What follows belongs to an exercise in optimizing a design on an open flow for small area and a short achievable clock period; a production flow would make more cautious choices. Power figures rest on the tool's default switching activity, not on a simulated workload.

== violet ==
## ex_stage
module ex_stage (
	input  logic        clk,
	input  logic        arst_n_i,
	input  logic [306:0] ex_in_flat_i,  
	input  logic [31:0] mem_rdata_i,
	input  logic        irq_i,
	input  logic [31:0] irq_addr_i,
	output logic [97:0] mem_flat_o,    
	output logic [82:0] wb_flat_o,     
	output logic [32:0] jump_flat_o    
);
==> flow/config.mk <==
export PLATFORM = sky130hd
export DESIGN_NAME = ex_stage
export DESIGN_NICKNAME = ex_stage
export VERILOG_FILES = /design/flow/design.v
export SDC_FILE = /design/flow/constraint.sdc
export NUM_CORES = 4
export LEC_CHECK = 0
export CAP_MARGIN = 20
export CORE_MARGIN = 2
export CORE_UTILIZATION = 40
export SETUP_SLACK_MARGIN = 1.5
export SLEW_MARGIN = 20
==> flow/constraint.sdc <==
create_clock -name core_clock -period 5.0 [get_ports {clk}]
set_input_delay 1.0000 -clock core_clock [delete_from_list [all_inputs] [get_ports {clk}]]
set_output_delay 1.0000 -clock core_clock [all_outputs]
set_load 0.01 [all_outputs]
standard.sh (not shown) runs the stock make flow with config.mk's settings and CLKGATE_MAP_FILE= SYNTH_SCRIPT=/design/flow/synth_recipe.tcl, a recipe that flattens the netlist after the stock synthesis.
==> flow/flow/run.sh <==
#!/bin/bash
set -e
rm -rf scripts_mod
cp -r "$FLOW_HOME/scripts" scripts_mod
printf 'strash\ndch\nmap -a\ntopo\nstime -c\nbuffer -c\nupsize -c\ndnsize -c\n' > scripts_mod/abc_area.script
export BUFFER_PORTS_ARGS="-buffer_cell sky130_fd_sc_hd__buf_1"
bash standard.sh SCRIPTS_DIR="$PWD/scripts_mod" ABC_AREA=1 ABC_CLOCK_PERIOD_IN_PS=3000 ADDER_MAP_FILE= finish > standard.log 2>&1
Changes in lagoon relative to violet:
--- a/flow/design.v
+++ b/flow/design.v
@@ -369,69 +369,71 @@
 	                   ({32{sel_lui}}  & op1) |
 	                   ({32{sel_load}} & ld_data) |
 	                   ({32{sel_csr}}  & csrd);
 	assign reg_data  = reg_early |
 	                   ({32{sel_add}} & sum) |
 	                   ({32{sel_sub}} & diff) |
 	                   ({32{sel_sll}} & sh_rev) |
 	                   ({32{sel_sr}}  & sh_out) |
 	                   {31'd0, (sel_slt && lt) || (sel_sltu && ltu)};
-	logic sgn_diff, tk_lt1, tk_lt0, tk_eq;
 	logic taken;
-	assign sgn_diff = op1[31] ^ op2[31];  
-	assign tk_lt1   = (f3 == 3'd4 && !sgn_diff) || (f3 == 3'd5 && sgn_diff) || f3 == 3'd6;
-	assign tk_lt0   = (f3 == 3'd4 && sgn_diff) || (f3 == 3'd5 && !sgn_diff) || f3 == 3'd7;
-	assign tk_eq    = (f3 == 3'd0 && eq) || (f3 == 3'd1 && !eq);
-	assign taken    = tk_eq || (ltu ? tk_lt1 : tk_lt0);
+	always_comb begin
+		case (f3)
+			3'd0:    taken = eq;
+			3'd1:    taken = !eq;
+			3'd4:    taken = lt;
+			3'd5:    taken = !lt;
+			3'd6:    taken = ltu;
+			3'd7:    taken = !ltu;
+			default: taken = 1'b0;
+		endcase
+	end
 	logic        jflag;
 	logic [31:0] jaddr;
 	assign jflag = irq_i || is_jump || (is_branch && taken);
 	assign jaddr = irq_i ? irq_addr_i : ((JGATE || jflag) ? target : '0);
 	logic req0, wen0;
 	assign req0 = (is_load && ld_ok) || (is_store && st_ok);
 	assign wen0 = is_store && st_ok;
-	logic        q_req, q_wen, q_req0, q_wen0, q_sys, q_st, q_nst;
-	logic [31:0] q_a, q_b;
+	logic        q_req, q_wen, q_wen0;
+	logic [31:0] q_addr, q_wdata;
 	logic        q_rwe, q_cwe;
 	logic [4:0]  q_rwa;
 	logic [11:0] q_cwa;
+	logic [31:0] q_rdata, q_cdata;
 	logic        q_jflag;
 	logic [31:0] q_jaddr;
 	always_ff @(posedge clk or negedge arst_n_i) begin
 		if (!arst_n_i) begin
 			q_req   <= 1'b0;
 			q_wen   <= 1'b0;
 			q_wen0  <= 1'b0;
-			q_sys   <= 1'b0;
-			q_st    <= 1'b0;
-			q_req0  <= 1'b0;
-			q_nst   <= 1'b0;
-			q_a     <= '0;
-			q_b     <= '0;
+			q_addr  <= '0;
+			q_wdata <= '0;
 			q_rwe   <= 1'b0;
 			q_rwa   <= '0;
+			q_rdata <= '0;
 			q_cwe   <= 1'b0;
 			q_cwa   <= '0;
+			q_cdata <= '0;
 			q_jflag <= 1'b0;
 			q_jaddr <= '0;
 		end else begin
 			q_req   <= req0 && !irq_i;
 			q_wen   <= wen0 && !irq_i;
 			q_wen0  <= wen0;
-			q_sys   <= is_system;
-			q_st    <= is_store;
-			q_req0  <= req0;
-			q_nst   <= !is_store;
-			q_a     <= ({32{req0}} & addr) | ({32{is_system}} & csr_w);
-			q_b     <= st_data | reg_data;
+			q_addr  <= req0 ? addr : '0;
+			q_wdata <= st_data;
 			q_rwe   <= rwe && !irq_i;
 			q_rwa   <= rwa;
+			q_rdata <= reg_data;
 			q_cwe   <= cwe && !irq_i;
 			q_cwa   <= cwa;
+			q_cdata <= is_system ? csr_w : '0;
 			q_jflag <= jflag;
 			q_jaddr <= jaddr;
 		end
 	end
-	assign mem_flat_o  = {q_req, q_wen, q_a & {32{q_req0}}, q_a & {32{q_wen0}}, q_b & {32{q_st}}};
-	assign wb_flat_o   = {q_rwe, q_rwa, q_b & {32{q_nst}}, q_cwe, q_cwa, q_a & {32{q_sys}}};
+	assign mem_flat_o  = {q_req, q_wen, q_addr, q_addr & {32{q_wen0}}, q_wdata};
+	assign wb_flat_o   = {q_rwe, q_rwa, q_rdata, q_cwe, q_cwa, q_cdata};
 	assign jump_flat_o = {q_jflag, JGATE ? (q_jaddr & {32{q_jflag}}) : q_jaddr};
 endmodule
Findings:
Of lagoon and violet, violet shows the higher fraction of the cycle the final worst path needs, with lagoon below it.
Compared with violet, number of ordinary and repair buffers in the finished layout in lagoon decreased by a few percent.
From violet to lagoon the numbers moved as follows: cell depth of the worst setup path moved up; average wire per cell in the routed design moved down.
lagoon against violet: initial antenna violation count has decreased, number of nets at the end of the flow moved down.
Tap cell count went up slightly going from violet to lagoon.
Summary of lagoon over violet: area after synthesis now larger, first-pass GRT wire length now smaller, worst setup slack now larger.
Changes observed in lagoon relative to violet: total number of vias lower; synthesized instance count lower.
Est. power | lagoon vs violet | lagoon higher
Function was not checked in any run of this note: the RTL went through the layout flow alone.

afterwards: timing with drivers on the ports:
In the flow no input, the clock included, has a driving cell. The finished layouts below were timed again as built, in two steps.
Step 1 assumes that a clkbuf_16 drives the clock port and a buf_2 every other input.
Step 2, shift: input delay + t, output delay - t, t = (earliest + latest rising clock arrival at the registers) / 2. This alone moves slack from input paths to output paths.
Slacks: ideal / step 1 / step 2; pairs: ideal / step 1.
run	t (ns)	setup WS [ns]	worst setup path at the end
violet	0.518	1.504 / 1.533 / 1.016	input to register
lagoon	0.553	1.525 / 1.501 / 0.947	input to register
After both steps every run listed still meets setup and hold. For lagoon, which loses most, drivers alone change the setup slack by -0.024 ns; drivers and shift together by -0.578 ns.
